Background: an optimization exercise with open tools, aiming at small area, a short achievable clock period and few clock cycles per item. Do not read the settings as production practice. Only simulation tests tie the RTL to the original design; equivalence was not proved. Power figures rest on the tool's default switching activity, not on a simulated workload.

## job 1554
==> flow/design.v (excerpt) <==
module wallace_mac (
    input  wire        clk,
    input  wire        arst_n,
    input  wire        req,
    output logic       ack,
    input  wire [15:0] a,
    input  wire [15:0] b,
    input  wire [31:0] acc,
    input  wire        cin,
    output logic [32:0] result
);
    always_ff @(posedge clk or negedge arst_n) begin
        if (!arst_n) ack <= 1'b0;
        else         ack <= req;
    end
    wire pp_0_0;
    wire pp_0_1;
    wire pp_0_2;
    wire pp_0_3;
    wire pp_0_4;
    wire pp_0_5;
    wire pp_0_6;
    wire pp_0_7;
    wire pp_0_8;
    wire pp_0_9;
    wire pp_0_10;
    wire pp_0_11;
    wire pp_0_12;
    wire pp_0_13;
    wire pp_0_14;
    wire pp_0_15;
    wire pp_1_0;
    wire pp_1_1;
    wire pp_1_2;
    wire pp_1_3;
    wire pp_1_4;
    wire pp_1_5;
    wire pp_1_6;
    wire pp_1_7;
    wire pp_1_8;
    wire pp_1_9;
    wire pp_1_10;
    wire pp_1_11;
    wire pp_1_12;
    wire pp_1_13;
    wire pp_1_14;
    wire pp_1_15;
    wire pp_2_0;
    wire pp_2_1;
    wire pp_2_2;
    wire pp_2_3;
    wire pp_2_4;
    wire pp_2_5;
    wire pp_2_6;
    wire pp_2_7;
    wire pp_2_8;
    wire pp_2_9;
    wire pp_2_10;
    wire pp_2_11;
    wire pp_2_12;
    wire pp_2_13;
    wire pp_2_14;
    wire pp_2_15;
    wire pp_3_0;
    wire pp_3_1;
    wire pp_3_2;
    wire pp_3_3;
    wire pp_3_4;
    wire pp_3_5;
    wire pp_3_6;
    wire pp_3_7;
    wire pp_3_8;
    wire pp_3_9;
    wire pp_3_10;
    wire pp_3_11;
    wire pp_3_12;
    wire pp_3_13;
    wire pp_3_14;
    wire pp_3_15;
    wire pp_4_0;
    wire pp_4_1;
    wire pp_4_2;
    wire pp_4_3;
    wire pp_4_4;
    wire pp_4_5;
    wire pp_4_6;
    wire pp_4_7;
    wire pp_4_8;
    wire pp_4_9;
    wire pp_4_10;
    wire pp_4_11;
    wire pp_4_12;
    wire pp_4_13;
    wire pp_4_14;
    wire pp_4_15;
    wire pp_5_0;
    wire pp_5_1;
    wire pp_5_2;
    wire pp_5_3;
    wire pp_5_4;
    wire pp_5_5;
    wire pp_5_6;
    wire pp_5_7;
    wire pp_5_8;
    wire pp_5_9;
    wire pp_5_10;
    wire pp_5_11;
    wire pp_5_12;
    wire pp_5_13;
    wire pp_5_14;
    wire pp_5_15;
    wire pp_6_0;
    wire pp_6_1;
    wire pp_6_2;
    wire pp_6_3;
    wire pp_6_4;
    wire pp_6_5;
    wire pp_6_6;
    wire pp_6_7;
    wire pp_6_8;
    wire pp_6_9;
    wire pp_6_10;
    wire pp_6_11;
  ...
clock: 6.0 ns
lec_check: 0
cap_margin: 5
core_margin: 2
core_utilization: 40
cts_buf_list: sky130_fd_sc_hd__clkbuf_8
setup_slack_margin: 2.0
slew_margin: 5
synth_hierarchical: 1
synth_minimum_keep_size: 0
standard.sh (not shown) runs the stock make flow with config.mk's settings and CLKGATE_MAP_FILE= SYNTH_SCRIPT=/design/flow/synth_recipe.tcl, a recipe that flattens the netlist after the stock synthesis.
==> flow/flow/run.sh <==
#!/bin/bash
# The standard layout (the standard.sh: ORFS synthesis and place and route,
# unchanged), except that the port buffers that global placement inserts on
# every input and output use a plain buffer cell rather than the delay cell
# the resizer would pick by default.
set -euo pipefail
export BUFFER_PORTS_ARGS="-buffer_cell ${PORT_BUFFER:-sky130_fd_sc_hd__buf_2}"
bash standard.sh > standard_flow.log 2>&1
Job 1554 was carried through to the last stage, and its layout satisfied the timing, DRC and antenna checks.
Testbench counts of job 1554, summed over its fixed seeds: cycles 16,000, items 8,000.
Modified inputs, job 400 compared to job 1554
# job 1554
export LEC_CHECK = 0
export CAP_MARGIN = 5
export CORE_MARGIN = 2
export CORE_UTILIZATION = 40
export CTS_BUF_LIST = sky130_fd_sc_hd__clkbuf_8
export SETUP_SLACK_MARGIN = 2.0
export SLEW_MARGIN = 5
export SYNTH_HIERARCHICAL = 1
export SYNTH_MINIMUM_KEEP_SIZE = 0
create_clock -name core_clock -period 6.0 [get_ports {clk}]
# job 400
export LEC_CHECK = 0
export CAP_MARGIN = 20
export CORE_MARGIN = 2
export CORE_UTILIZATION = 40
export CTS_BUF_LIST = sky130_fd_sc_hd__clkbuf_8
export SETUP_SLACK_MARGIN = 1.95
export SLEW_MARGIN = 20
export SYNTH_HIERARCHICAL = 1
export SYNTH_MINIMUM_KEEP_SIZE = 0
create_clock -name core_clock -period 6.0 [get_ports {clk}]
Summary of job 400 over job 1554: number of DRC markers after the initial detailed-route iteration now sits lower, global-route wire length before repair now sits lower, number of global-route vias before repair now sits lower, count of non-filler cells in the finished layout now sits higher, global routing met3 resource utilization now sits higher. Re total met2 wirelength after detailed routing: job 400 is 330 µm down on job 1554. Diff job 1554 and job 400: timing-limited maximum frequency higher in job 1554. Note that the non-clock buffer count recorded for job 400 amounts to 1.07 times the value seen in job 1554.
Changes in job 1084 relative to job 400:
# job 400
export LEC_CHECK = 0
export CAP_MARGIN = 20
export CORE_MARGIN = 2
export CORE_UTILIZATION = 40
export CTS_BUF_LIST = sky130_fd_sc_hd__clkbuf_8
export SETUP_SLACK_MARGIN = 1.95
export SLEW_MARGIN = 20
export SYNTH_HIERARCHICAL = 1
export SYNTH_MINIMUM_KEEP_SIZE = 0
create_clock -name core_clock -period 6.0 [get_ports {clk}]
# job 1084
export LEC_CHECK = 0
export CAP_MARGIN = 20
export CORE_MARGIN = 2
export CORE_UTILIZATION = 40
export CTS_BUF_LIST = sky130_fd_sc_hd__clkbuf_8
export SETUP_SLACK_MARGIN = 2.05
export SLEW_MARGIN = 20
export SYNTH_HIERARCHICAL = 1
export SYNTH_MINIMUM_KEEP_SIZE = 0
create_clock -name core_clock -period 6.0 [get_ports {clk}]
==> flow/flow/run.sh <==
#!/bin/bash
# The standard layout (the standard.sh: ORFS synthesis, then place and
# route), with two changes to how the layout is made:
#  - the port buffers that global placement inserts on every input and output
#    use a plain buffer cell (buf_2) rather than the delay cell the resizer
#    would pick by default;
#  - after the standard synthesis, the a21oi and nand2 gates that ABC mapped at
#    drive strength 2 start at drive strength 1 (same function and pins); the
#    resizer sizes up again whatever timing needs.
# Each step's full output goes to its own log file in this folder (ORFS's own
# per-step logs stay under orfs/logs/).
set -euo pipefail
export BUFFER_PORTS_ARGS="-buffer_cell sky130_fd_sc_hd__buf_2"
R="$PWD/orfs/results/sky130hd/wallace_mac/base"
bash standard.sh "$R/1_2_yosys.v" > synth_flow.log 2>&1
sed -i -E 's/sky130_fd_sc_hd__(a21oi|nand2)_2 /sky130_fd_sc_hd__\1_1 /' "$R/1_2_yosys.v"
grep -c "sky130_fd_sc_hd__a21oi_1 \|sky130_fd_sc_hd__nand2_1 " "$R/1_2_yosys.v" > downsize.log 2>&1 || true
bash standard.sh > standard_flow.log 2>&1
Results
Comparing job 1084 and job 400, the higher design area was measured on job 400. The power after layout in job 1084 was lower than what job 400 gave. The capture point of the worst path comes out result[28] in one run and result[29] in the other, namely in job 1084 and job 400 respectively. From job 400 to job 1084 the numbers moved as follows: worst-case headroom to the max-slew limit shrank by 5.9 points, global-route usage grew by 0.90 points, buffer share of cell area shrank by 0.42 points. In job 1084 the placed instance count turned out about 0.4% lower than in job 400. Where synthesized cell area is concerned, job 400 is outperformed by job 1084. STATUS total length of routed wires: job 1084 loses against job 400. Job 1084: width of the die 1.2% below job 400. Job 400 has a lower clock buffer count than job 1084. Job 1084 ended up with a lower total internal power than job 400 did.
Changes in job 3286 relative to job 1084:
# job 1084
export LEC_CHECK = 0
export CAP_MARGIN = 20
export CORE_MARGIN = 2
export CORE_UTILIZATION = 40
export CTS_BUF_LIST = sky130_fd_sc_hd__clkbuf_8
export SETUP_SLACK_MARGIN = 2.05
export SLEW_MARGIN = 20
export SYNTH_HIERARCHICAL = 1
export SYNTH_MINIMUM_KEEP_SIZE = 0
create_clock -name core_clock -period 6.0 [get_ports {clk}]
# job 3286
export LEC_CHECK = 0
export CAP_MARGIN = 20
export CORE_MARGIN = 2
export CORE_UTILIZATION = 40
export CTS_BUF_LIST = sky130_fd_sc_hd__clkbuf_8
export SETUP_SLACK_MARGIN = 2.0
export SLEW_MARGIN = 20
export SYNTH_HIERARCHICAL = 1
export SYNTH_MINIMUM_KEEP_SIZE = 0
create_clock -name core_clock -period 6.0 [get_ports {clk}]
Findings:
Any difference in global-route usage between job 3286 and job 1084 is small enough to ignore. Job 3286 has internal power below what job 1084 had. | part of the total power dissipated in the clock network | lower: job 1084 |. [compare] base=job 1084 new=job 3286: final design instance area without fill lost about 1.4%; first-pass GRT wire length now smaller; maximum number of pins on one net before global-route repair grew by 1. The power reported for job 3286 is smaller than that of job 1084 by 260 µW. Power per unit of standard cell area in job 3286 is about 2.7% below job 1084. In the reports for job 3286 and job 1084, the larger hold slack belongs to job 1084.

job 8877:
wallace_mac again, from the RTL that the note above started with.
==> flow/config.mk <==
export PLATFORM = sky130hd
export DESIGN_NAME = wallace_mac
export DESIGN_NICKNAME = wallace_mac
export VERILOG_FILES = /design/flow/design.v
export SDC_FILE = /design/flow/constraint.sdc
export NUM_CORES = 4
export LEC_CHECK = 0
export CAP_MARGIN = 20
export CORE_MARGIN = 2
export CORE_UTILIZATION = 40
export CTS_BUF_LIST = sky130_fd_sc_hd__clkbuf_8
export SETUP_SLACK_MARGIN = 2.15
export SLEW_MARGIN = 20
export SYNTH_HIERARCHICAL = 1
export SYNTH_MINIMUM_KEEP_SIZE = 0
==> flow/constraint.sdc <==
create_clock -name core_clock -period 6.0 [get_ports {clk}]
set_input_delay 1.2000 -clock core_clock [delete_from_list [all_inputs] [get_ports {clk}]]
set_output_delay 1.2000 -clock core_clock [all_outputs]
set_load 0.01 [all_outputs]
==> flow/flow/run.sh <==
#!/bin/bash
# The standard layout (the standard.sh: ORFS synthesis and place and route,
# unchanged), except that the port buffers that global placement inserts on
# every input and output use a plain buffer cell rather than the delay cell
# the resizer would pick by default.
set -euo pipefail
export BUFFER_PORTS_ARGS="-buffer_cell ${PORT_BUFFER:-sky130_fd_sc_hd__buf_2}"
bash standard.sh > standard_flow.log 2>&1
Testbench counts of job 8877, summed over its fixed seeds: cycles 16,000, items 8,000.
--- input diff job 8877..job 7436 ---
- swapping 2.15 for 2.1 in SETUP_SLACK_MARGIN
[summary]
The lower via count of job 8877 and job 7436 is in job 7436. The cell with the largest stage delay on the worst path comes out fa_2 in one run and fa_1 in the other, namely in job 7436 and job 8877 respectively. Sort job 8877 and job 7436 by total power, descending, and job 8877 comes first. For the area overhead of the layout relative to synthesis, job 7436 came in 4.1 points lower than job 8877 did. Job 7436 against job 8877: setup slack has increased, wire length after detailed routing dropped 930 um.

## xenon
Another version of the RTL of wallace_mac (not shown whole).
For scale: roughly 76 flip-flops, roughly 10,000 um^2 of cells after synthesis.
Settings: LEC_CHECK=0, CAP_MARGIN=20, CORE_MARGIN=2, CORE_UTILIZATION=40, CTS_BUF_LIST=sky130_fd_sc_hd__clkbuf_8, SETUP_SLACK_MARGIN=2.0, SLEW_MARGIN=20, SYNTH_HIERARCHICAL=1, SYNTH_MINIMUM_KEEP_SIZE=0; clock period 6.0 ns.
==> flow/flow/run.sh <==
#!/bin/bash
# The standard layout (the standard.sh: ORFS synthesis and place and route,
# unchanged), except that the port buffers that global placement inserts on
# every input and output use a plain buffer cell rather than the delay cell
# the resizer would pick by default.
set -euo pipefail
export BUFFER_PORTS_ARGS="-buffer_cell ${PORT_BUFFER:-sky130_fd_sc_hd__buf_1}"
bash standard.sh > standard_flow.log 2>&1
Testbench counts of xenon, summed over its fixed seeds: cycles 16,000, items 8,000.
### xenon -> yarrow
diff --git a/flow/flow/run.sh b/flow/flow/run.sh
--- a/flow/flow/run.sh
+++ b/flow/flow/run.sh
@@ -6,3 +6,3 @@
 set -euo pipefail
-export BUFFER_PORTS_ARGS="-buffer_cell ${PORT_BUFFER:-sky130_fd_sc_hd__buf_1}"
+export BUFFER_PORTS_ARGS="-buffer_cell ${PORT_BUFFER:-sky130_fd_sc_hd__buf_2}"
 bash standard.sh > standard_flow.log 2>&1
diff --git a/flow/config.mk b/flow/config.mk
--- a/flow/config.mk
+++ b/flow/config.mk
@@ -11,3 +11,3 @@
 export CTS_BUF_LIST = sky130_fd_sc_hd__clkbuf_8
-export SETUP_SLACK_MARGIN = 2.0
+export SETUP_SLACK_MARGIN = 1.9
 export SLEW_MARGIN = 20
[summary]
Highest net fanout along the worst path: lower on xenon. Overall power was lower in yarrow than in xenon. yarrow -> xenon: remaining global-route overflow delta 0, exact match. Looking at register share of total power, yarrow sits 0.2 points higher than xenon does. The via count of the first global-routing pass of xenon and that of yarrow are within noise of each other. Per the comparison of yarrow with xenon, via count went down by about 0.6%; highest achievable clock rate went up by 1.8 MHz; share of the core filled with cells in the final layout went down by 1.2 points.

## run A
RTL: one of the versions met above, not the one the previous note started from.
Size in the first run: ~950 cells after synthesis, roughly 71 flip-flops, ~100 I/O pins, about 9900 sq um of cells after synthesis.
Settings: LEC_CHECK=0, CAP_MARGIN=20, CORE_MARGIN=2, CORE_UTILIZATION=40, CTS_BUF_LIST=sky130_fd_sc_hd__clkbuf_8, SETUP_SLACK_MARGIN=2.05, SLEW_MARGIN=20, SYNTH_HIERARCHICAL=1, SYNTH_MINIMUM_KEEP_SIZE=0; clock period 6.0 ns.
==> flow/flow/run.sh <==
#!/bin/bash
# The standard layout (the standard.sh: ORFS synthesis and place and route,
# unchanged), except that the port buffers that global placement inserts on
# every input and output use a plain buffer cell rather than the delay cell
# the resizer would pick by default.
set -euo pipefail
export BUFFER_PORTS_ARGS="-buffer_cell ${PORT_BUFFER:-sky130_fd_sc_hd__buf_2}"
bash standard.sh > standard_flow.log 2>&1
Testbench counts of run A, summed over its fixed seeds: cycles 16,000, items 8,000.
The following lists how run B was set up differently from run A:
- an added PLACE_DENSITY of 0.8
- a change of SETUP_SLACK_MARGIN from 2.05 to 2.0
Results
| final cell count | run B vs run A | ≈ equal |
Fraction of layout instances using a drive strength above 1 in run B is 0.53 points lower than in run A
Summary of run B over run A: maximum root-to-sink buffer count essentially unchanged, sequential share of layout area now sits at about the same level, total wirelength of the detailed-routed design now sits higher.
Hold slack: run B and run A compared, lower one is run A
What run C does differently from run B at the input level:
- PLACE_DENSITY removed (was 0.8)
- SETUP_SLACK_MARGIN changed from 2.0 to 2.2
==> comparison <==
Run C ends up with lower initial antenna violation count than run B does.
Delta (run C minus run B): buffer count excluding the clock tree in the final layout went up 8.3%, non-clock buffer area fraction after layout went up 0.96 points, final worst hold slack went down 4.9 ps, delay of the slowest critical-path stage went down 60 ps.
--- input diff run C..run D ---
- a change of SETUP_SLACK_MARGIN from 2.2 to 2.1
- an added GPL_ROUTABILITY_DRIVEN of 0
[summary]
NOTE number of design-rule violations left by the first detailed-router iteration run C->run D increased by a few percent
Share of power burned in combinational logic: run C and run D compared, higher one is run C
Run C → run D: cell area down 3.8%, power density over cell area down about 9%.
The final reports for run D and run C show minimum setup slack after placement lower in the former.
Both conditions hold for run D: the flow ran to the end and the final layout passed the timing, DRC and antenna checks.
The wire length of the first global-routing pass of run D and that of run C are within noise of each other.
Setup WNS run C -> run D: better
Looking at run C and run D, the detailed-route via count is a wash.
Input-level comparison between run E and run D:
- a deleted GPL_ROUTABILITY_DRIVEN that had been 0
- a change of SETUP_SLACK_MARGIN from 2.1 to 2.0
Run D reports its highest metal layer with signal wires as met5 while run E reports met4.
Diff run D -> run E: standard cell area after detailed placement roughly the same, highest fanout seen on the critical path lower.
In summary, run E completed successfully, with a layout that passed the timing, DRC and antenna checks.
Run E gives more share of the clock period used by the worst path after layout than run D did.
The number of nets in the layout on run D is in line with that on run E.
Run D has higher via count of the first global-routing pass than run E.

separate check: timing with driven ports:
The flow's constraints put no driver on any port. The routed layouts listed below were extracted and timed again, unchanged, in two steps.
Step 1 sets driving cells, clkbuf_16 on the clock port and buf_2 on the other inputs (assumed; they add their load-dependent delay and slew).
Step 2 also shifts input and output timing later by t, the mid clock arrival at the registers, as if the neighbouring blocks saw the same clock.
Slacks: ideal / step 1 / step 2; pairs: ideal / step 1.
run	t, ns	setup slack, ns	worst hold slack (ns)	worst setup path at the end	worst slew at a driven data input, ns
job 1554	0.417	2.105 / 2.064 / 1.704	0.569 / 0.546 / 0.963	input to register	0.06
job 400	0.406	2.061 / 2.020 / 1.677	0.586 / 0.565 / 0.971	input to register	0.05
job 1084	0.407	2.034 / 1.994 / 1.702	0.586 / 0.569 / 0.977	input to register	0.05
job 3286	0.415	2.038 / 1.995 / 1.690	0.580 / 0.561 / 0.976	input to register	0.06
job 8877	0.408	2.020 / 1.982 / 1.767	0.579 / 0.563 / 0.971	input to register	0.06
job 7436	0.419	2.143 / 2.101 / 1.768	0.567 / 0.548 / 0.968	input to register	0.08
xenon	0.428	1.974 / 1.930 / 1.646	0.566 / 0.547 / 0.975	input to register	0.07
yarrow	0.419	2.002 / 1.964 / 1.586	0.584 / 0.565 / 0.984	input to register	0.05
run A	0.417	2.122 / 2.079 / 1.721	0.573 / 0.554 / 0.971	input to register	0.06
run B	0.407	2.079 / 2.040 / 1.666	0.581 / 0.565 / 0.973	input to register	0.07
run C	0.419	2.114 / 2.074 / 1.846	0.577 / 0.559 / 0.978	input to register	0.06
run D	0.419	2.143 / 2.101 / 1.768	0.567 / 0.548 / 0.968	input to register	0.08
run E	0.417	2.105 / 2.064 / 1.704	0.569 / 0.546 / 0.963	input to register	0.06
After both steps setup and hold are still met in every run listed. For yarrow, which loses most, drivers alone change the setup slack by -0.038 ns; drivers and shift together by -0.416 ns.
